This design comes from an exercise in tuning for small area, a short achievable clock period and few clock cycles on the open sky130 flow, not from production work. At most, simulation tests tie the RTL to the original design; equivalence was not proved. For runs 2 and 3, only the layout was checked, not whether the RTL still works.

==> flow/design.v, too long to show whole: its modules and the start of the top module <==
// module lsq_ucode: 55 lines
// module lsq_div: 64 lines
// module lsq_mac: 3195 lines
// module lsq_sq12: 164 lines
// module lsq_mxy: 347 lines
// module lsq_mux: 579 lines
// module lsq_muu: 879 lines
// module lsq_add110: 942 lines
// module lsq_add55: 420 lines
// module lsq_add34: 242 lines
// module lsq_add44: 320 lines
// module lsq_dsub: 823 lines
// module lsq_add22: 142 lines
// module lsq_add33: 236 lines
// module least_squares_parabola_fit_unit: 368 lines
module least_squares_parabola_fit_unit (
  input  logic                              clk,
  input  logic                              rst_n,
  input  logic                              in_valid,
  output logic                              in_ready,
  input  logic signed [lsq_pkg::XW-1:0]     in_point_x,
  input  logic signed [lsq_pkg::XW-1:0]     in_point_y,
  input  logic                              in_last_point,
  output logic                              out_valid,
  input  logic                              out_ready,
  output logic signed [lsq_pkg::CoefW-1:0]  out_coef_a,
  output logic signed [lsq_pkg::CoefW-1:0]  out_coef_b,
  output logic signed [lsq_pkg::CoefW-1:0]  out_coef_c,
  output logic                              out_singular
);
  // ...
==> flow/flow/run.sh <==
#!/bin/bash
set -euo pipefail
bash standard.sh SETUP_SLACK_MARGIN=5.6 finish > layout.log 2>&1
==> flow/standard.sh <==
#!/bin/bash
# synth_recipe.tcl (not shown) runs the flow's synth.tcl, then flattens the netlist and writes it again
# the make line also repeats each setting of config.mk as NAME=value (left out here)
make -C /OpenROAD-flow-scripts/flow DESIGN_CONFIG=/design/flow/config.mk WORK_HOME=/design/flow/orfs CLKGATE_MAP_FILE= SYNTH_SCRIPT=/design/flow/synth_recipe.tcl "${@:-finish}"
==> flow/config.mk <==
export PLATFORM = sky130hd
export DESIGN_NAME = least_squares_parabola_fit_unit
export DESIGN_NICKNAME = least_squares_parabola_fit_unit
export VERILOG_FILES = /design/flow/design.v
export SDC_FILE = /design/flow/constraint.sdc
export NUM_CORES = 8
export LEC_CHECK = 0
export CAP_MARGIN = 20
export CORE_MARGIN = 2
export CORE_UTILIZATION = 45
export CTS_BUF_LIST = sky130_fd_sc_hd__clkbuf_16
export CTS_CLUSTER_DIAMETER = 110
export CTS_CLUSTER_SIZE = 26
export SLEW_MARGIN = 20
==> flow/constraint.sdc <==
create_clock -name core_clock -period 10.0 [get_ports {clk}]
set_input_delay 2.0000 -clock core_clock [delete_from_list [all_inputs] [get_ports {clk}]]
set_output_delay 2.0000 -clock core_clock [all_outputs]
set_load 0.01 [all_outputs]
==> flow_metrics.tcl, run 1 <==
set metrics [dict create \
    die_h_um 665 \
    path_buf_inv 7 \
    ys_async_rst_share_pct 0 \
    io-pin-count 128 \
    slew-limit-headroom_pct 19.2 \
    mostFrequentLayoutCells "sky130_fd_sc_hd__inv_1 (2,071), sky130_fd_sc_hd__fa_1 (1,689), sky130_fd_sc_hd__edfxtp_1 (1,661)" \
    ctsHtreeMaxLevel 4 \
    cts_post_setup_buffers_inserted 68 \
    vias_per_cell 5.93 \
    critical_path.most_common_cell "sky130_fd_sc_hd__fa_1" \
    cts_inserted_buffers 145 \
    synth_xor_xnor_area_share_pct 10.6 \
    min_to "b_sy[14]" \
    setup.reg_to_reg.worst_slack_ns 5.50 \
    die_x_um 665 \
    timing.hold.worst_path_depth 0 \
    tritoncts "built" \
    actual_slew_at_the_worst_max_slew_pin_ns 1.21 \
    non_clock_inverter_count 2018 \
    buffers_excl_clock 697 \
    path_delay_family "adder cells" \
    drv_cap 0 \
    core_um2 435000 \
    globalRoute.busiestLayer "met2" \
    outcome "complete, no violations" \
    firstDrtPassIters 9 \
    biggestRegsByFlops "acc_c x110, acc_s x110, nreg x110" \
    setup.worst_path.end_class "flip-flop" \
    holdCritPathClass "flip-flop to flip-flop" \
    final_design_area_no_fill_um2 215000 \
    layout-area-overhead-vs-synth_pct 8.97 \
    dp.cells 23400 \
]
Testbench counts, summed over its fixed seeds: cycles 6,897.
==> module least_squares_parabola_fit_unit, before the edit <==
module least_squares_parabola_fit_unit (
  input  logic                              clk,
  input  logic                              rst_n,
  input  logic                              in_valid,
  output logic                              in_ready,
  input  logic signed [lsq_pkg::XW-1:0]     in_point_x,
  input  logic signed [lsq_pkg::XW-1:0]     in_point_y,
  input  logic                              in_last_point,
  output logic                              out_valid,
  input  logic                              out_ready,
  output logic signed [lsq_pkg::CoefW-1:0]  out_coef_a,
  output logic signed [lsq_pkg::CoefW-1:0]  out_coef_b,
  output logic signed [lsq_pkg::CoefW-1:0]  out_coef_c,
  output logic                              out_singular
);
  logic        v0, l0, l1, l2;
  logic [11:0] x0, y0;
  logic [22:0] u1;
  logic [5:0]  xo1, xt1, xn1, yo1, yt1, yn1;
  logic        snap_lock;
  logic        take, adv0, c0, last0;
  logic [11:0] xg, yg;
  logic [22:0] sq;
  logic [12:0] xb, yb;
  logic [5:0]  xo, xt, xn, yo, yt, yn;
  logic [10:0] n_a,    n_s,    n_nx;
  logic [21:0] sx_a,   sx_s,   sx_nx;
  logic [21:0] sy_a,   sy_s,   sy_nx;
  logic [32:0] sx2_a,  sx2_s,  sx2_nx;
  logic [33:0] sxy_as, sxy_ac, sxy_s, sxy_ns, sxy_nc, sxy_fin, sxy_is, sxy_ic;
  logic [43:0] sx3_as, sx3_ac, sx3_s, sx3_ns, sx3_nc, sx3_fin, sx3_is, sx3_ic;
  logic [43:0] sx2y_as, sx2y_ac, sx2y_s, sx2y_ns, sx2y_nc, sx2y_fin, sx2y_is, sx2y_ic;
  logic [54:0] sx4_as, sx4_ac, sx4_s, sx4_ns, sx4_nc, sx4_fin, sx4_is, sx4_ic;
  assign in_ready = !v0 || !l0 || !snap_lock;
  assign take     = in_valid && in_ready;
  assign adv0     = v0 && (!l0 || !snap_lock);
  assign last0    = adv0 && l0;
  assign c0       = adv0 && !n_a[10];        
  assign xg       = c0 ? x0 : 12'd0;
  assign yg       = c0 ? y0 : 12'd0;
  assign xb = {x0, 1'b0};
  assign yb = {y0, 1'b0};
  for (genvar i = 0; i < 6; i++) begin : g_benc
    assign xo[i] = xb[2*i] ^ xb[2*i+1];
    assign xt[i] = (xb[2*i+2] & ~xb[2*i+1] & ~xb[2*i]) | (~xb[2*i+2] & xb[2*i+1] & xb[2*i]);
    assign xn[i] = xb[2*i+2] & ~(xb[2*i+1] & xb[2*i]);
    assign yo[i] = yb[2*i] ^ yb[2*i+1];
    assign yt[i] = (yb[2*i+2] & ~yb[2*i+1] & ~yb[2*i]) | (~yb[2*i+2] & yb[2*i+1] & yb[2*i]);
    assign yn[i] = yb[2*i+2] & ~(yb[2*i+1] & yb[2*i]);
  end
  lsq_sq12  u_sq  (.x(x0), .y(sq));
  assign sxy_is = l1 ? 34'd0 : sxy_as;
  assign sxy_ic = l1 ? 34'd0 : sxy_ac;
  lsq_mxy   u_mxy (.x(x0), .one(yo & {6{c0}}), .two(yt & {6{c0}}), .neg(yn & {6{c0}}),
                   .as_(sxy_is), .ac(sxy_ic), .ys(sxy_ns), .yc(sxy_nc));
  lsq_add34 u_axy (.a(sxy_as), .b(sxy_ac), .s(sxy_fin));
  assign n_nx    = n_a + {10'd0, c0};
  lsq_add22 u_asx (.a(sx_a), .b({{10{xg[11]}}, xg}), .s(sx_nx));
  lsq_add22 u_asy (.a(sy_a), .b({{10{yg[11]}}, yg}), .s(sy_nx));
  lsq_add33 u_as2 (.a(sx2_a), .b({10'd0, u1}), .s(sx2_nx));
  assign sx3_is  = l2 ? 44'd0 : sx3_as;
  assign sx3_ic  = l2 ? 44'd0 : sx3_ac;
  assign sx2y_is = l2 ? 44'd0 : sx2y_as;
  assign sx2y_ic = l2 ? 44'd0 : sx2y_ac;
  assign sx4_is  = l2 ? 55'd0 : sx4_as;
  assign sx4_ic  = l2 ? 55'd0 : sx4_ac;
  lsq_mux   u_mx3  (.u({1'b0, u1}), .one(xo1), .two(xt1), .neg(xn1), .as_(sx3_is), .ac(sx3_ic),
                    .ys(sx3_ns), .yc(sx3_nc));
  lsq_mux   u_mx2y (.u({1'b0, u1}), .one(yo1), .two(yt1), .neg(yn1), .as_(sx2y_is), .ac(sx2y_ic),
                    .ys(sx2y_ns), .yc(sx2y_nc));
  lsq_muu   u_mx4  (.u(u1), .as_(sx4_is), .ac(sx4_ic), .ys(sx4_ns), .yc(sx4_nc));
  lsq_add44 u_a3   (.a(sx3_as), .b(sx3_ac), .s(sx3_fin));
  lsq_add44 u_a2y  (.a(sx2y_as), .b(sx2y_ac), .s(sx2y_fin));
  lsq_add55 u_a4   (.a(sx4_as), .b(sx4_ac), .s(sx4_fin));
  always_ff @(posedge clk) begin
    if (!rst_n) v0 <= 1'b0;
    else        v0 <= take || (v0 && !adv0);
    if (take) begin
      x0 <= in_point_x;
      y0 <= in_point_y;
      l0 <= in_last_point;
    end
    l2 <= rst_n && l1;
    if (!rst_n) begin
      l1  <= 1'b0;
      u1  <= '0;
      xo1 <= '0;
      xt1 <= '0;
      xn1 <= '0;
      yo1 <= '0;
      yt1 <= '0;
      yn1 <= '0;
    end else begin
      l1  <= last0;
      u1  <= c0 ? sq : 23'd0;
      xo1 <= c0 ? xo : 6'd0;
      xt1 <= c0 ? xt : 6'd0;
      xn1 <= c0 ? xn : 6'd0;
      yo1 <= c0 ? yo : 6'd0;
      yt1 <= c0 ? yt : 6'd0;
      yn1 <= c0 ? yn : 6'd0;
    end
  end
  always_ff @(posedge clk) begin
    if (!rst_n || last0) begin
      n_a  <= '0;
      sx_a <= '0;
      sy_a <= '0;
    end else begin
      n_a  <= n_nx;
      sx_a <= sx_nx;
      sy_a <= sy_nx;
    end
    if (!rst_n || l1) begin
      sx2_a <= '0;
    end else begin
      sx2_a <= sx2_nx;
    end
    if (!rst_n) begin
      sxy_as  <= '0;
      sxy_ac  <= '0;
    end else begin
      sxy_as  <= sxy_ns;
      sxy_ac  <= sxy_nc;
    end
    if (!rst_n) begin
      sx3_as  <= '0;
      sx3_ac  <= '0;
      sx2y_as <= '0;
      sx2y_ac <= '0;
      sx4_as  <= '0;
      sx4_ac  <= '0;
    end else begin
      sx3_as  <= sx3_ns;
      sx3_ac  <= sx3_nc;
      sx2y_as <= sx2y_ns;
      sx2y_ac <= sx2y_nc;
      sx4_as  <= sx4_ns;
      sx4_ac  <= sx4_nc;
    end
  end
  always_ff @(posedge clk) begin
    if (last0) begin
      n_s  <= n_nx;
      sx_s <= sx_nx;
      sy_s <= sy_nx;
    end
    if (l1) begin
      sx2_s <= sx2_nx;
      sxy_s <= sxy_fin;
    end
    if (l2) begin
      sx3_s  <= sx3_fin;
      sx2y_s <= sx2y_fin;
      sx4_s  <= sx4_fin;
    end
  end
  logic         p_run, e_run, a_req;
  logic [5:0]   p_step, p_step_nx;
  logic [9:0]   wsel_nx, wsel_r;
  logic [14:0]  nsel_nx, nsel_r;
  logic         n2tag;
  logic [10:0]  b_n;
  logic [21:0]  b_sx, b_sy;
  logic [32:0]  b_sx2;
  logic [33:0]  b_sxy;
  logic [43:0]  b_sx2y;
  logic [2:0]   mode_nx, mode_r, e_mode;
  logic [3:0]   st_nx, st_r, e_st;
  logic         sub_nx, sub_r;
  logic [87:0]  w, e_w;
  logic [21:0]  ch;
  logic [22:0]  chb;
  logic         ov;
  logic [10:0]  bo, bt, bn, e_bo, e_bt, e_bn, e_bon, e_btn, e_bnn;
  logic [109:0] acc_s, acc_c, ai_s, ai_c, y_s, y_c, acc_sum;
  logic         stall, m0_free, a_start, store_now;
  logic         e_run_nx, pd_nx, pn0_nx, pn1_nx, pn2_nx;
  logic [3:0]   e_st_nx;
  logic [43:0]  c00;
  logic [54:0]  c01;
  logic [65:0]  c02, c11;
  logic [76:0]  c12;
  logic [87:0]  c22;
  assign p_step_nx = a_start ? 6'd0 : (p_run && !stall) ? p_step + 6'd1 : p_step;
  lsq_ucode u_uc (.step(p_step_nx), .wsel(wsel_nx), .nsel(nsel_nx), .mode(mode_nx), .sub(sub_nx),
                  .st(st_nx));
  always_comb begin
    w = ({88{wsel_r[0]}} & {{66{sx_s[21]}}, sx_s}) |
        ({88{wsel_r[1]}} & {55'd0, sx2_s}) |
        ({88{wsel_r[2]}} & {{44{sx3_s[43]}}, sx3_s}) |
        ({88{wsel_r[3]}} & {33'd0, sx4_s}) |
        ({88{wsel_r[4]}} & {{44{c00[43]}}, c00}) |
        ({88{wsel_r[5]}} & {{33{c01[54]}}, c01}) |
        ({88{wsel_r[6]}} & {{22{c02[65]}}, c02}) |
        ({88{wsel_r[7]}} & {{22{c11[65]}}, c11}) |
        ({88{wsel_r[8]}} & {{11{c12[76]}}, c12}) |
        ({88{wsel_r[9]}} & c22);
    ch = ({22{nsel_r[0]}}  & {11'd0, n_s}) |
         ({22{nsel_r[1]}}  & sx_s) |
         ({22{nsel_r[2]}}  & sx2_s[21:0]) |
         ({22{nsel_r[3]}}  & {11'd0, sx2_s[32:22]}) |
         ({22{nsel_r[4]}}  & sx3_s[21:0]) |
         ({22{nsel_r[5]}}  & sx3_s[43:22]) |
         ({22{nsel_r[6]}}  & {11'd0, b_n}) |
         ({22{nsel_r[7]}}  & b_sx) |
         ({22{nsel_r[8]}}  & b_sx2[21:0]) |
         ({22{nsel_r[9]}}  & {11'd0, b_sx2[32:22]}) |
         ({22{nsel_r[10]}} & b_sy) |
         ({22{nsel_r[11]}} & b_sxy[21:0]) |
         ({22{nsel_r[12]}} & {{10{b_sxy[33]}}, b_sxy[33:22]}) |
         ({22{nsel_r[13]}} & b_sx2y[21:0]) |
         ({22{nsel_r[14]}} & b_sx2y[43:22]);
    ov = (nsel_r[3] & sx2_s[21]) | (nsel_r[5] & sx3_s[21]) | (nsel_r[9] & b_sx2[21]) |
         (nsel_r[12] & b_sxy[21]) | (nsel_r[14] & b_sx2y[21]);
  end
  assign chb = {ch, ov};
  for (genvar i = 0; i < 11; i++) begin : g_menc
    assign bo[i] = chb[2*i] ^ chb[2*i+1];
    assign bt[i] = (chb[2*i+2] & ~chb[2*i+1] & ~chb[2*i]) | (~chb[2*i+2] & chb[2*i+1] & chb[2*i]);
    assign bn[i] = ((chb[2*i+2] & ~(chb[2*i+1] & chb[2*i])) ^ sub_r) & (bo[i] | bt[i]);
  end
  assign ai_s = ({110{e_mode[1] | stall}} & acc_s) |
                ({110{e_mode[2] & ~stall}} & {acc_s[87:0], 22'd0});
  assign ai_c = ({110{e_mode[1] | stall}} & acc_c) |
                ({110{e_mode[2] & ~stall}} & {acc_c[87:0], 22'd0});
  lsq_mac    u_mac (.w(e_w), .one(e_bo & ~{11{stall}}), .two(e_bt & ~{11{stall}}),
                    .neg(e_bn & ~{11{stall}}), .onen(e_bon | {11{stall}}),
                    .twon(e_btn | {11{stall}}), .negn(e_bnn | {11{stall}}),
                    .as_(ai_s), .ac(ai_c), .ys(y_s), .yc(y_c));
  lsq_add110 u_res (.a(acc_s), .b(acc_c), .s(acc_sum));
  logic [109:0] nreg, mag;
  logic [5:0]   cst;           
  logic         pd, pn0, pn1, pn2;
  logic [96:0]  dreg;
  logic         dz;
  logic         run0, run1, run2, done0, done1, done2;
  logic         ld0, ld1, ld2, wr0, wr1, wr2;
  logic [31:0]  res0, res1, res2;
  logic         sing_n, sing0, sing1, sing2;
  assign ld0       = pn0 && !(run0 || done0);
  assign ld1       = pn1 && !(run1 || done1);
  assign ld2       = pn2 && !(run2 || done2);
  assign store_now = e_run && !stall && (e_st != 4'd0);
  assign e_run_nx  = stall ? e_run : p_run;
  assign e_st_nx   = stall ? e_st : !p_run ? 4'd0 : n2tag ? 4'd10 : st_r;
  assign pd_nx     = store_now && e_st == 4'd7;
  assign pn0_nx    = (store_now && e_st == 4'd8)  || (pn0 && !ld0);
  assign pn1_nx    = (store_now && e_st == 4'd9)  || (pn1 && !ld1);
  assign pn2_nx    = (store_now && e_st == 4'd10) || (pn2 && !ld2);
  assign mag       = nreg[109] ? (~nreg + 110'd1) : nreg;
  assign sing_n    = dz;
  assign m0_free = !p_run || ((p_step == lsq_pkg::LastMul || p_step == lsq_pkg::LastStep) && !stall);
  assign a_start = (a_req || last0) && m0_free;
  always_ff @(posedge clk) begin
    if (!rst_n) begin
      p_run     <= 1'b0;
      e_run     <= 1'b0;
      a_req     <= 1'b0;
      snap_lock <= 1'b0;
      cst       <= '0;
      pd        <= 1'b0;
      pn0       <= 1'b0;
      pn1       <= 1'b0;
      pn2       <= 1'b0;
      stall     <= 1'b0;
      n2tag     <= 1'b0;
    end else begin
      stall <= e_run_nx && (e_st_nx != 4'd0) && (pn0_nx || pn1_nx || pn2_nx);
      if (last0) snap_lock <= 1'b1;
      a_req <= (a_req || last0) && !a_start;
      if (!stall) begin
        e_run <= p_run;
        if (p_run && p_step == lsq_pkg::LastRead) snap_lock <= 1'b0;
        if (p_run && p_step == lsq_pkg::LastStep) p_run <= 1'b0;
      end
      if (a_start) n2tag <= p_run && p_step == lsq_pkg::LastMul;
      else if (!stall) n2tag <= 1'b0;
      if (a_start) p_run <= 1'b1;
      for (int k = 0; k < 6; k++) cst[k] <= store_now && e_st == 4'(k + 1);
      pd  <= pd_nx;
      pn0 <= pn0_nx;
      pn1 <= pn1_nx;
      pn2 <= pn2_nx;
    end
  end
  always_ff @(posedge clk) begin
    p_step <= p_step_nx;
    wsel_r <= wsel_nx;
    nsel_r <= nsel_nx;
    mode_r <= mode_nx;
    sub_r  <= sub_nx;
    st_r   <= st_nx;
    if (!stall) begin
      e_w    <= w;
      e_bo   <= bo;
      e_bt   <= bt;
      e_bn   <= bn;
      e_bon  <= ~bo;
      e_btn  <= ~bt;
      e_bnn  <= ~bn;
      e_mode <= mode_r;
      e_st   <= !p_run ? 4'd0 : n2tag ? 4'd10 : st_r;
    end
    acc_s <= y_s;
    acc_c <= y_c;
    if (store_now) nreg <= acc_sum;
    if (p_run && p_step == lsq_pkg::LastRead && !stall) begin
      b_n    <= n_s;
      b_sx   <= sx_s;
      b_sy   <= sy_s;
      b_sx2  <= sx2_s;
      b_sxy  <= sxy_s;
      b_sx2y <= sx2y_s;
    end
    if (cst[0]) c00 <= nreg[43:0];
    if (cst[1]) c01 <= nreg[54:0];
    if (cst[2]) c02 <= nreg[65:0];
    if (cst[3]) c11 <= nreg[65:0];
    if (cst[4]) c12 <= nreg[76:0];
    if (cst[5]) c22 <= nreg[87:0];
    if (pd) begin
      dreg <= nreg[96:0];
      dz   <= (nreg[96:0] == '0);
    end
  end
  lsq_div #(.SH(20)) u_div0 (
    .clk(clk), .rst_n(rst_n), .load(ld0), .mag(mag), .neg_in(nreg[109]), 
    .sing_in(sing_n), .d_in(dreg), .wr(wr0), .run(run0), .done(done0), .sing(sing0),
    .res(res0));
  lsq_div #(.SH(16)) u_div1 (
    .clk(clk), .rst_n(rst_n), .load(ld1), .mag(mag), .neg_in(nreg[109]), 
    .sing_in(sing_n), .d_in(dreg), .wr(wr1), .run(run1), .done(done1), .sing(sing1),
    .res(res1));
  lsq_div #(.SH(12)) u_div2 (
    .clk(clk), .rst_n(rst_n), .load(ld2), .mag(mag), .neg_in(nreg[109]), 
    .sing_in(sing_n), .d_in(dreg), .wr(wr2), .run(run2), .done(done2), .sing(sing2),
    .res(res2));
  logic       oval;
  logic [2:0] fill, fill_nx;
  assign wr0     = done0 && !oval && !fill[0];
  assign wr1     = done1 && !oval && !fill[1];
  assign wr2     = done2 && !oval && !fill[2];
  assign fill_nx = fill | {wr2, wr1, wr0};
  always_ff @(posedge clk) begin
    if (!rst_n) begin
      oval <= 1'b0;
      fill <= 3'd0;
    end else begin
      if (oval && out_ready) oval <= 1'b0;
      if (fill_nx == 3'b111) begin
        oval <= 1'b1;
        fill <= 3'd0;
      end else begin
        fill <= fill_nx;
      end
    end
  end
  always_ff @(posedge clk) begin
    if (wr0) out_coef_a <= res0;
    if (wr1) out_coef_b <= res1;
    if (wr2) begin
      out_coef_c   <= res2;
      out_singular <= sing2;
    end
  end
  assign out_valid = oval;
endmodule
==> inputs of run 2 (changes only) <==
--- a/flow/design.v
+++ b/flow/design.v
@@ -41,7 +41,6 @@
   localparam logic [3:0] S_N0   = 4'd8;
   localparam logic [3:0] S_N1   = 4'd9;
   localparam logic [3:0] S_N2   = 4'd10;
-  localparam logic [5:0] LastRead = 6'd15;   
   localparam logic [5:0] LastMul  = 6'd34;   
   localparam logic [5:0] LastStep = 6'd35;   
 endpackage
@@ -8610,7 +8609,7 @@
       sx4_s  <= sx4_fin;
     end
   end
-  logic         p_run, e_run, a_req;
+  logic         p_run, e_run, snap_full;
   logic [5:0]   p_step, p_step_nx;
   logic [9:0]   wsel_nx, wsel_r;
   logic [14:0]  nsel_nx, nsel_r;
@@ -8619,7 +8618,8 @@
   logic [21:0]  b_sx, b_sy;
   logic [32:0]  b_sx2;
   logic [33:0]  b_sxy;
-  logic [43:0]  b_sx2y;
+  logic [43:0]  b_sx2y, b_sx3;
+  logic [54:0]  b_sx4;
   logic [2:0]   mode_nx, mode_r, e_mode;
   logic [3:0]   st_nx, st_r, e_st;
   logic         sub_nx, sub_r;
@@ -8641,22 +8641,22 @@
   lsq_ucode u_uc (.step(p_step_nx), .wsel(wsel_nx), .nsel(nsel_nx), .mode(mode_nx), .sub(sub_nx),
                   .st(st_nx));
   always_comb begin
-    w = ({88{wsel_r[0]}} & {{66{sx_s[21]}}, sx_s}) |
-        ({88{wsel_r[1]}} & {55'd0, sx2_s}) |
-        ({88{wsel_r[2]}} & {{44{sx3_s[43]}}, sx3_s}) |
-        ({88{wsel_r[3]}} & {33'd0, sx4_s}) |
+    w = ({88{wsel_r[0]}} & {{66{b_sx[21]}}, b_sx}) |
+        ({88{wsel_r[1]}} & {55'd0, b_sx2}) |
+        ({88{wsel_r[2]}} & {{44{b_sx3[43]}}, b_sx3}) |
+        ({88{wsel_r[3]}} & {33'd0, b_sx4}) |
         ({88{wsel_r[4]}} & {{44{c00[43]}}, c00}) |
         ({88{wsel_r[5]}} & {{33{c01[54]}}, c01}) |
         ({88{wsel_r[6]}} & {{22{c02[65]}}, c02}) |
         ({88{wsel_r[7]}} & {{22{c11[65]}}, c11}) |
         ({88{wsel_r[8]}} & {{11{c12[76]}}, c12}) |
         ({88{wsel_r[9]}} & c22);
-    ch = ({22{nsel_r[0]}}  & {11'd0, n_s}) |
-         ({22{nsel_r[1]}}  & sx_s) |
-         ({22{nsel_r[2]}}  & sx2_s[21:0]) |
-         ({22{nsel_r[3]}}  & {11'd0, sx2_s[32:22]}) |
-         ({22{nsel_r[4]}}  & sx3_s[21:0]) |
-         ({22{nsel_r[5]}}  & sx3_s[43:22]) |
+    ch = ({22{nsel_r[0]}}  & {11'd0, b_n}) |
+         ({22{nsel_r[1]}}  & b_sx) |
+         ({22{nsel_r[2]}}  & b_sx2[21:0]) |
+         ({22{nsel_r[3]}}  & {11'd0, b_sx2[32:22]}) |
+         ({22{nsel_r[4]}}  & b_sx3[21:0]) |
+         ({22{nsel_r[5]}}  & b_sx3[43:22]) |
          ({22{nsel_r[6]}}  & {11'd0, b_n}) |
          ({22{nsel_r[7]}}  & b_sx) |
          ({22{nsel_r[8]}}  & b_sx2[21:0]) |
@@ -8666,7 +8666,7 @@
          ({22{nsel_r[12]}} & {{10{b_sxy[33]}}, b_sxy[33:22]}) |
          ({22{nsel_r[13]}} & b_sx2y[21:0]) |
          ({22{nsel_r[14]}} & b_sx2y[43:22]);
-    ov = (nsel_r[3] & sx2_s[21]) | (nsel_r[5] & sx3_s[21]) | (nsel_r[9] & b_sx2[21]) |
+    ov = (nsel_r[3] & b_sx2[21]) | (nsel_r[5] & b_sx3[21]) | (nsel_r[9] & b_sx2[21]) |
          (nsel_r[12] & b_sxy[21]) | (nsel_r[14] & b_sx2y[21]);
   end
   assign chb = {ch, ov};
@@ -8706,12 +8706,12 @@
   assign mag       = nreg[109] ? (~nreg + 110'd1) : nreg;
   assign sing_n    = dz;
   assign m0_free = !p_run || ((p_step == lsq_pkg::LastMul || p_step == lsq_pkg::LastStep) && !stall);
-  assign a_start = (a_req || last0) && m0_free;
+  assign a_start = snap_full && m0_free;
   always_ff @(posedge clk) begin
     if (!rst_n) begin
       p_run     <= 1'b0;
       e_run     <= 1'b0;
-      a_req     <= 1'b0;
+      snap_full <= 1'b0;
       snap_lock <= 1'b0;
       cst       <= '0;
       pd        <= 1'b0;
@@ -8723,10 +8723,13 @@
     end else begin
       stall <= e_run_nx && (e_st_nx != 4'd0) && (pn0_nx || pn1_nx || pn2_nx);
       if (last0) snap_lock <= 1'b1;
-      a_req <= (a_req || last0) && !a_start;
+      if (l2) snap_full <= 1'b1;
+      if (a_start) begin
+        snap_full <= 1'b0;
+        snap_lock <= 1'b0;
+      end
       if (!stall) begin
         e_run <= p_run;
-        if (p_run && p_step == lsq_pkg::LastRead) snap_lock <= 1'b0;
         if (p_run && p_step == lsq_pkg::LastStep) p_run <= 1'b0;
       end
       if (a_start) n2tag <= p_run && p_step == lsq_pkg::LastMul;
@@ -8760,7 +8763,9 @@
     acc_s <= y_s;
     acc_c <= y_c;
     if (store_now) nreg <= acc_sum;
-    if (p_run && p_step == lsq_pkg::LastRead && !stall) begin
+    if (a_start) begin
+      b_sx3  <= sx3_s;
+      b_sx4  <= sx4_s;
       b_n    <= n_s;
       b_sx   <= sx_s;
       b_sy   <= sy_s;
==> flow/flow/run.sh (replaced) <==
#!/bin/bash
set -euo pipefail
bash standard.sh SETUP_SLACK_MARGIN=5.4 finish > layout.log 2>&1
--- a/flow/config.mk
+++ b/flow/config.mk
@@ -8,7 +8,6 @@
 export CAP_MARGIN = 20
 export CORE_MARGIN = 2
 export CORE_UTILIZATION = 45
-export CTS_BUF_LIST = sky130_fd_sc_hd__clkbuf_16
-export CTS_CLUSTER_DIAMETER = 110
-export CTS_CLUSTER_SIZE = 26
+export CTS_BUF_LIST = sky130_fd_sc_hd__clkbuf_8
+export CTS_CLUSTER_SIZE = 20
 export SLEW_MARGIN = 20
==> run 2 against run 1 <==
Compared with the run above:
- maximum frequency down 3.4%
- non-clock buffer count increased by 108
- cell count is 4.4% higher
- highest routed layer unchanged
- critical endpoint is now acc_c[69]
- via count up 3.4%
- critical path type unchanged
- worst hold slack got worse by 0.042 ns
- still clean
- sequential share of layout area fell by 0.42 points
- setup slack got worse by 0.16 ns
- utilization is 1.9 points higher
- cell area increased by 5.4%
- area after synthesis is 1.5% higher
- synthesized cell count increased by 0.17%
==> flow_metrics.tcl, run 2 <==
set metrics [dict create \
    synth_largest_type_area_fraction_pct 26.5 \
    post_synth_inst_count 18400 \
    post_route_cells_drive_above_1_share_pct 10.8 \
    routed_wire_length_mm 694 \
    slew_viols_final 0 \
    worst_clock_skew_ns 0.102 \
    grt_pass1_vias 146000 \
    yosys-mux-area-fraction_pct 0.479 \
    most_frequently_used_cell_type_in_the_post_synthesis_netlist "sky130_fd_sc_hd__inv_1" \
    synth-adder-area-share_pct 23.5 \
    synth_xor_xnor_area_share_pct 10.4 \
    wire_length_of_the_first_global_routing_pass_mm 964 \
    yosysWarnings 5 \
    ys_seq_area_share_pct 37.9 \
    number_of_clock_sinks 2905 \
    initial_core_util_pct 45.2 \
    route.top_layer_used "met5" \
    routed-wl-met3_mm 71.3 \
    drv_cap 0 \
    yosysTopAreaCell "sky130_fd_sc_hd__edfxtp_1" \
    holdCritPathClass "flip-flop to flip-flop" \
    drt_iter0_drc 15700 \
    port-buffer-count 127 \
    setup.worst_path.end_class "flip-flop" \
    biggestRegsByFlops "acc_c x110, acc_s x110, nreg x110" \
    route.vias.total 147000 \
    synth_simple_gate_area_share_pct 8.93 \
    synth_flop_cell "sky130_fd_sc_hd__edfxtp_1" \
    fin_setup_tns_ns 0 \
    cts_inserted_buffers 537 \
    fin_crit_sh_pct 46.6 \
    yosys-top-cells-count "sky130_fd_sc_hd__inv_1 (1,995), sky130_fd_sc_hd__edfxtp_1 (1,760), sky130_fd_sc_hd__fa_1 (1,722)" \
    grtUsageTotal_pct 28.7 \
    placement_rows 244 \
    synth_compound_gate_area_share_pct 12.8 \
    drc 0 \
    layout_commonest_cell "sky130_fd_sc_hd__inv_1" \
    dpl-instance-area_um2 207000 \
    crit_type "flip-flop to flip-flop" \
    syn-num-nets 21200 \
    outcome "complete, no violations" \
    route.layer.met1.wl_mm 259 \
    gp_congestion 0.913 \
    cts-root-buf "sky130_fd_sc_hd__clkbuf_8" \
    detail_route.wl_per_cell_um 27.8 \
    antenna_found_initial 54 \
    die-area_um2 449000 \
    worst_ep_arrival_time_ns 5.80 \
    ys_async_rst_share_pct 0 \
    clk_pin_slew_worst_paths_ns 0.06 \
    clockBufferDepth 4 \
    die_x_um 670 \
    synthesized_area_per_cell_um2 10.8 \
    final_design_area_no_fill_um2 226000 \
    instances_no_fill 25000 \
    mostFrequentLayoutCells "sky130_fd_sc_hd__inv_1 (2,174), sky130_fd_sc_hd__edfxtp_1 (1,760), sky130_fd_sc_hd__fa_1 (1,529)" \
    vias_per_cell 5.88 \
    slew-limit-headroom_pct 18.4 \
    finalCriticalPeriod_ns 4.66 \
    max_freq_mhz 215 \
    final-setup-viol-count 0 \
    timing.critical_path.fanout_max 11 \
    syn-cell-area_um2 200000 \
    ys_types 98 \
    tritoncts "built" \
    num-nets-final 21300 \
    detailed_place_hpwl_mm 441 \
    dr_wl_met2_mm 311 \
    drtAntennaViolNets 0 \
    io-pin-count 128 \
    clock_insertion_delay_worst_skew_ns 1.26 \
    dominant_combinational_cell_family_by_area_after_synthesis "adder cells" \
    die_h_um 670 \
    finalHoldViolCount 0 \
    timing.critical_path.from_type "flip-flop" \
    grt_setup_unrepaired "yes" \
    dp.cells 23600 \
    yosys_register_bits 2905 \
    synth.top_cells.by_area "sky130_fd_sc_hd__edfxtp_1 (26%), sky130_fd_sc_hd__fa_1 (17%), sky130_fd_sc_hd__dfxtp_1 (11%), sky130_fd_sc_hd__ha_1 (6.2%), sky130_fd_sc_hd__a22oi_1 (5.8%)" \
    timing.critical_path.required_ns 11.14 \
    actual_slew_at_the_worst_max_slew_pin_ns 1.22 \
    core_um2 442000 \
    firstDrtPassIters 7 \
    maximum_number_of_pins_on_one_net_before_global_route_repair 138 \
    synth_edf_count 1760 \
    global_route.overflow_total 0 \
    ctsHtreeMaxLevel 6 \
    layout-area-overhead-vs-synth_pct 13.2 \
]
run 2: cell count changes after synthesis, moves of 32 or more:
cell | before | now
sky130_fd_sc_hd__xnor2_1 | 1309 | 1277
sky130_fd_sc_hd__o21ai_0 | 411 | 447
sky130_fd_sc_hd__nand2_1 | 847 | 777
sky130_fd_sc_hd__nor2_1 | 889 | 839
sky130_fd_sc_hd__buf_1 | 174 | 141
sky130_fd_sc_hd__a22oi_1 | 1585 | 1531
sky130_fd_sc_hd__xor2_1 | 1064 | 1097
sky130_fd_sc_hd__edfxtp_1 | 1661 | 1760
sky130_fd_sc_hd__clkbuf_1 | 992 | 1024
run 2: logic make-up after synthesis:
logic type / Yosys count
DFF: 2905
adders and majority gates: 2712
and+or+nand+nor: 3500
buffers and inverters: 3175
muxes: 92
AOI/OAI and AO/OA: 3670
xor gates and xnor gates: 2375
run 2: worst paths after layout:
path | start | end | slack (ns) | depth (start not counted)
worst min-delay path | sx3_s[11] | b_sx3[11] | 0.37 | 0
worst max register to register | stall | acc_c[69] | 5.34 | 16
worst min register to register | sx3_s[11] | b_sx3[11] | 0.37 | 0
worst max-delay path | stall | acc_c[69] | 5.34 | 16
run 2: final cells by class:
class                      instances  area, µm²
clock buffer                     591       8130
sequential                      2905      75900
clock inverter                   388       2670
multi-input combinational      12400     114000
timing repair buffer             805       9950
antenna                           42        105
inverter                        2004       7610
fill                           39300     216000
timing repair inverter             2       20.0
tap                             5904       7390
run 2: metrics by stage:
step | hold slack (ns) | worst slack (ns) | util, %
floorplan | 0.386 | 5.40 | -
global placement | 0.393 | 3.78 | 47.0
detailed placement | 0.401 | 3.77 | 47.0
CTS | 0.356 | 5.39 | 49.9
global route | 0.367 | 5.21 | 51.1
finish | 0.371 | 5.34 | 51.2
run 2: metal layers:
layer	vias up	track usage [%]
li1	63300	-
met1	72900	35.3
met2	8149	46.5
met3	2458	6.16
met4	30	16.8
met5	-	0
run 2: repair_timing:
| action | 4_1_cts | 5_1_grt |
|---|---|---|
| pin swaps | 36 | 301 |
| hold buffers | 0 | 0 |
| setup endpoints to repair | 469 | 297 |
| gates cloned | 16 | 99 |
| gates resized for setup | 240 | 569 |
| setup buffers | 56 | 154 |
run 2: critical path: stages (launching register included):
cell                      delay, ns
sky130_fd_sc_hd__dfxtp_4       0.38
sky130_fd_sc_hd__buf_12        0.14
sky130_fd_sc_hd__buf_16        0.14
sky130_fd_sc_hd__buf_12        0.13
sky130_fd_sc_hd__nor2_4        0.13
sky130_fd_sc_hd__buf_6         0.21
sky130_fd_sc_hd__buf_8         0.23
sky130_fd_sc_hd__a22oi_2       0.10
sky130_fd_sc_hd__xnor2_1       0.27
sky130_fd_sc_hd__ha_1          0.32
sky130_fd_sc_hd__fa_1          0.51
sky130_fd_sc_hd__fa_1          0.53
sky130_fd_sc_hd__inv_1         0.06
sky130_fd_sc_hd__fa_1          0.41
sky130_fd_sc_hd__fa_1          0.52
sky130_fd_sc_hd__inv_1         0.05
sky130_fd_sc_hd__fa_1          0.43
==> inputs of run 3 (changes only) <==
==> flow/flow/run.sh (replaced) <==
#!/bin/bash
set -euo pipefail
bash standard.sh SETUP_SLACK_MARGIN=5.5 finish > layout.log 2>&1
==> run 3 against run 2 <==
Compared with the run above:
- via count grew 0.20%
- setup slack lost 0.021 ns
- critical path depth shrank 2
- still clean
- count of clock-buffer cells in the layout grew 11
==> flow_metrics.tcl, run 3 <==
set metrics [dict create \
    outcome "complete, no violations" \
    regToRegStartpoint "e_bon[1]" \
    max_freq_mhz 214 \
    timing.critical_path.fanout_max 6 \
    timing.critical_path.from "e_bon[1]" \
    setup.reg_to_reg.worst_slack_ns 5.32 \
    die_h_um 670 \
    timing.critical_path.required_ns 11.11 \
    rr_endpoint "acc_s[71]" \
    die-area_um2 449000 \
    dp.cells 23600 \
    synth_edf_count 1760 \
    route.vias.total 147000 \
    placement_rows 244 \
    layout_commonest_cell "sky130_fd_sc_hd__inv_1" \
    post_synth_inst_count 18400 \
    final-setup-viol-count 0 \
    worstRegToRegCells 14 \
    slew-limit-headroom_pct 14.4 \
    route.layer.met1.wl_mm 261 \
    worstSetupEndpoint "acc_s[71]" \
    drc 0 \
    yosysTopAreaCell "sky130_fd_sc_hd__edfxtp_1" \
    yosys_register_bits 2905 \
    worst_ep_arrival_time_ns 5.79 \
    most_frequently_used_cell_type_in_the_post_synthesis_netlist "sky130_fd_sc_hd__inv_1" \
    crit_type "flip-flop to flip-flop" \
    clockBufferDepth 4 \
    grtUsageTotal_pct 29.0 \
    initial_core_util_pct 45.2 \
    antenna_found_initial 60 \
    cts_inserted_buffers 532 \
    biggestRegsByFlops "acc_c x110, acc_s x110, nreg x110" \
    fin_setup_tns_ns 0 \
    synth_flop_cell "sky130_fd_sc_hd__edfxtp_1" \
    global_route.overflow_total 0 \
    syn-num-nets 21200 \
    port-buffer-count 127 \
    detail_route.wl_per_cell_um 27.9 \
    tritoncts "built" \
    finalCriticalPeriod_ns 4.68 \
    num-nets-final 21400 \
    ctsHtreeMaxLevel 6 \
    dpl-instance-area_um2 207000 \
    detailed_place_hpwl_mm 443 \
    io-pin-count 128 \
    drtAntennaViolNets 0 \
    drv_cap 0 \
    synth.top_cells.by_area "sky130_fd_sc_hd__edfxtp_1 (26%), sky130_fd_sc_hd__fa_1 (17%), sky130_fd_sc_hd__dfxtp_1 (11%), sky130_fd_sc_hd__ha_1 (6.2%), sky130_fd_sc_hd__a22oi_1 (5.8%)" \
    layout-area-overhead-vs-synth_pct 13.3 \
    core_um2 442000 \
    routed-wl-met3_mm 73.8 \
    cts-root-buf "sky130_fd_sc_hd__clkbuf_8" \
    timing.critical_path.from_type "flip-flop" \
    final_design_area_no_fill_um2 226000 \
    mostFrequentLayoutCells "sky130_fd_sc_hd__inv_1 (2,141), sky130_fd_sc_hd__edfxtp_1 (1,760), sky130_fd_sc_hd__fa_1 (1,615)" \
    synth_largest_type_area_fraction_pct 26.5 \
    firstDrtPassIters 9 \
    grt_setup_unrepaired "yes" \
    worst_clock_skew_ns 0.129 \
    actual_slew_at_the_worst_max_slew_pin_ns 1.28 \
    gp_congestion 0.929 \
    syn-cell-area_um2 200000 \
    ys_async_rst_share_pct 0 \
    drt_iter0_drc 16300 \
    routed_wire_length_mm 696 \
    slew_viols_final 0 \
    setup.worst_path.end_class "flip-flop" \
    yosys-top-cells-count "sky130_fd_sc_hd__inv_1 (1,995), sky130_fd_sc_hd__edfxtp_1 (1,760), sky130_fd_sc_hd__fa_1 (1,722)" \
    synthesized_area_per_cell_um2 10.8 \
    instances_no_fill 25000 \
    cts-hold-fix-buffers 0 \
    ys_types 98 \
    fin_crit_sh_pct 46.8 \
    dr_wl_met2_mm 311 \
    die_x_um 670 \
    vias_per_cell 5.89 \
    number_of_clock_sinks 2905 \
    ys_seq_area_share_pct 37.9 \
    holdCritPathClass "flip-flop to flip-flop" \
    finalHoldViolCount 0 \
    clk_pin_slew_worst_paths_ns 0.06 \
    yosysWarnings 5 \
    maximum_number_of_pins_on_one_net_before_global_route_repair 177 \
    grt_pass1_vias 145000 \
    route.top_layer_used "met5" \
    post_route_cells_drive_above_1_share_pct 10.8 \
    clock_insertion_delay_worst_skew_ns 1.27 \
    wire_length_of_the_first_global_routing_pass_mm 973 \
]
==> run 3: area by class of cell <==
class,count,area [µm²]
clock buffer,602,8290
multi-input combinational,12400,115000
antenna,35,87.6
inverter,2004,7610
fill,39300,215000
timing repair buffer,812,10100
tap,5904,7390
clock inverter,379,2470
timing repair inverter,2,20.0
sequential,2905,75900
==> run 3: critical path: stages, from the launching register on <==
cell and delay [ns]:
sky130_fd_sc_hd__edfxtp_1 0.62, sky130_fd_sc_hd__nor2_4 0.29, sky130_fd_sc_hd__buf_6 0.14, sky130_fd_sc_hd__buf_12 0.16, sky130_fd_sc_hd__clkbuf_16 0.18, sky130_fd_sc_hd__a22oi_1 0.11, sky130_fd_sc_hd__xnor2_1 0.17, sky130_fd_sc_hd__ha_1 0.34
sky130_fd_sc_hd__fa_1 0.53, sky130_fd_sc_hd__fa_1 0.52, sky130_fd_sc_hd__inv_1 0.05, sky130_fd_sc_hd__fa_1 0.42, sky130_fd_sc_hd__fa_1 0.53, sky130_fd_sc_hd__inv_1 0.06, sky130_fd_sc_hd__fa_1 0.43
==> run 3: repair_timing <==
action / in CTS / in global routing
cloned: 36 / 82
pin swaps: 52 / 326
setup endpoints to repair: 501 / 330
gates resized for setup: 344 / 431
setup buffers: 78 / 148
==> run 3: worst min path at each step <==
stage | startpoint | endpoint | slack [ns] | depth (start not counted)
after detailed placement | mode_r[1] | e_mode[1] | 0.39 | 0
after global placement | mode_r[1] | e_mode[1] | 0.39 | 0
after floorplan | mode_r[1] | e_mode[1] | 0.39 | 0
final | sx2y_s[14] | b_sx2y[14] | 0.38 | 0
after global routing | sx4_s[5] | b_sx4[5] | 0.38 | 0
after CTS | sx4_s[5] | b_sx4[5] | 0.38 | 0
==> run 3: through the flow <==
stage	hold slack [ns]	setup slack, ns	util (%)
floorplan	0.386	5.45	-
global placement	0.392	3.34	47.0
detailed placement	0.389	3.85	47.0
CTS	0.377	5.44	50.1
global route	0.383	5.30	51.2
finish	0.380	5.32	51.2
==> run 3: metal layers <==
metal	GRT usage (%)	vias up
met5	0.298	-
met4	16.7	40
met3	6.75	2516
met2	46.5	8348
met1	35.9	72900
li1	-	63300
==> run 3: cells by family (layout without fill, tap and decap cells) <==
| kind of cell | count (synthesis) | in the layout | synth area share, % |
|---|---|---|---|
| AOI/OAI and AO/OA | 3670 | 3670 | 12.8 |
| xor gates and xnor gates | 2375 | 2375 | 10.4 |
| adders and majority gates | 2712 | 2712 | 23.5 |
| buffers and inverters | 3175 | 3799 | 5.97 |
| DFF | 2905 | 2905 | 37.9 |
| muxes | 92 | 92 | 0.479 |
| other | 0 | 35 | 0 |
| and+or+nand+nor | 3500 | 3508 | 8.93 |

-- port drivers added, routing unchanged --
In the flow no input, the clock included, has a driving cell. The finished layouts below were timed again as built, in two steps. Step 1 (the two cells are an assumption about what drives the block):
set clk [get_ports {clk}]
set_driving_cell -lib_cell sky130_fd_sc_hd__clkbuf_16 $clk
set_driving_cell -lib_cell sky130_fd_sc_hd__buf_2 [delete_from_list [all_inputs] $clk]
Step 2 adds t to the input delays and takes it off the output delays; t is the mean of the earliest and latest rising clock arrival at the registers after step 1. Input paths then give back, and output paths get back, about the clock's delay inside the block. Slacks: ideal ports / drivers / drivers and shift; pairs: ideal ports / drivers.
run | shift t [ns] | setup WS [ns] | clock arrival spread, ns | worst slew at a driven data input, ns
run 1 | 1.026 | 5.503 / 5.503 / 5.102 | 0.113 / 0.113 | 0.08
run 2 | 1.320 | 5.344 / 5.344 / 5.344 | 0.114 / 0.114 | 0.06
run 3 | 1.334 | 5.323 / 5.323 / 5.288 | 0.139 / 0.139 | 0.06
After both steps every run listed still meets setup and hold. For run 1, which loses most, drivers alone change the setup slack by 0.000 ns; drivers and shift together by -0.401 ns.
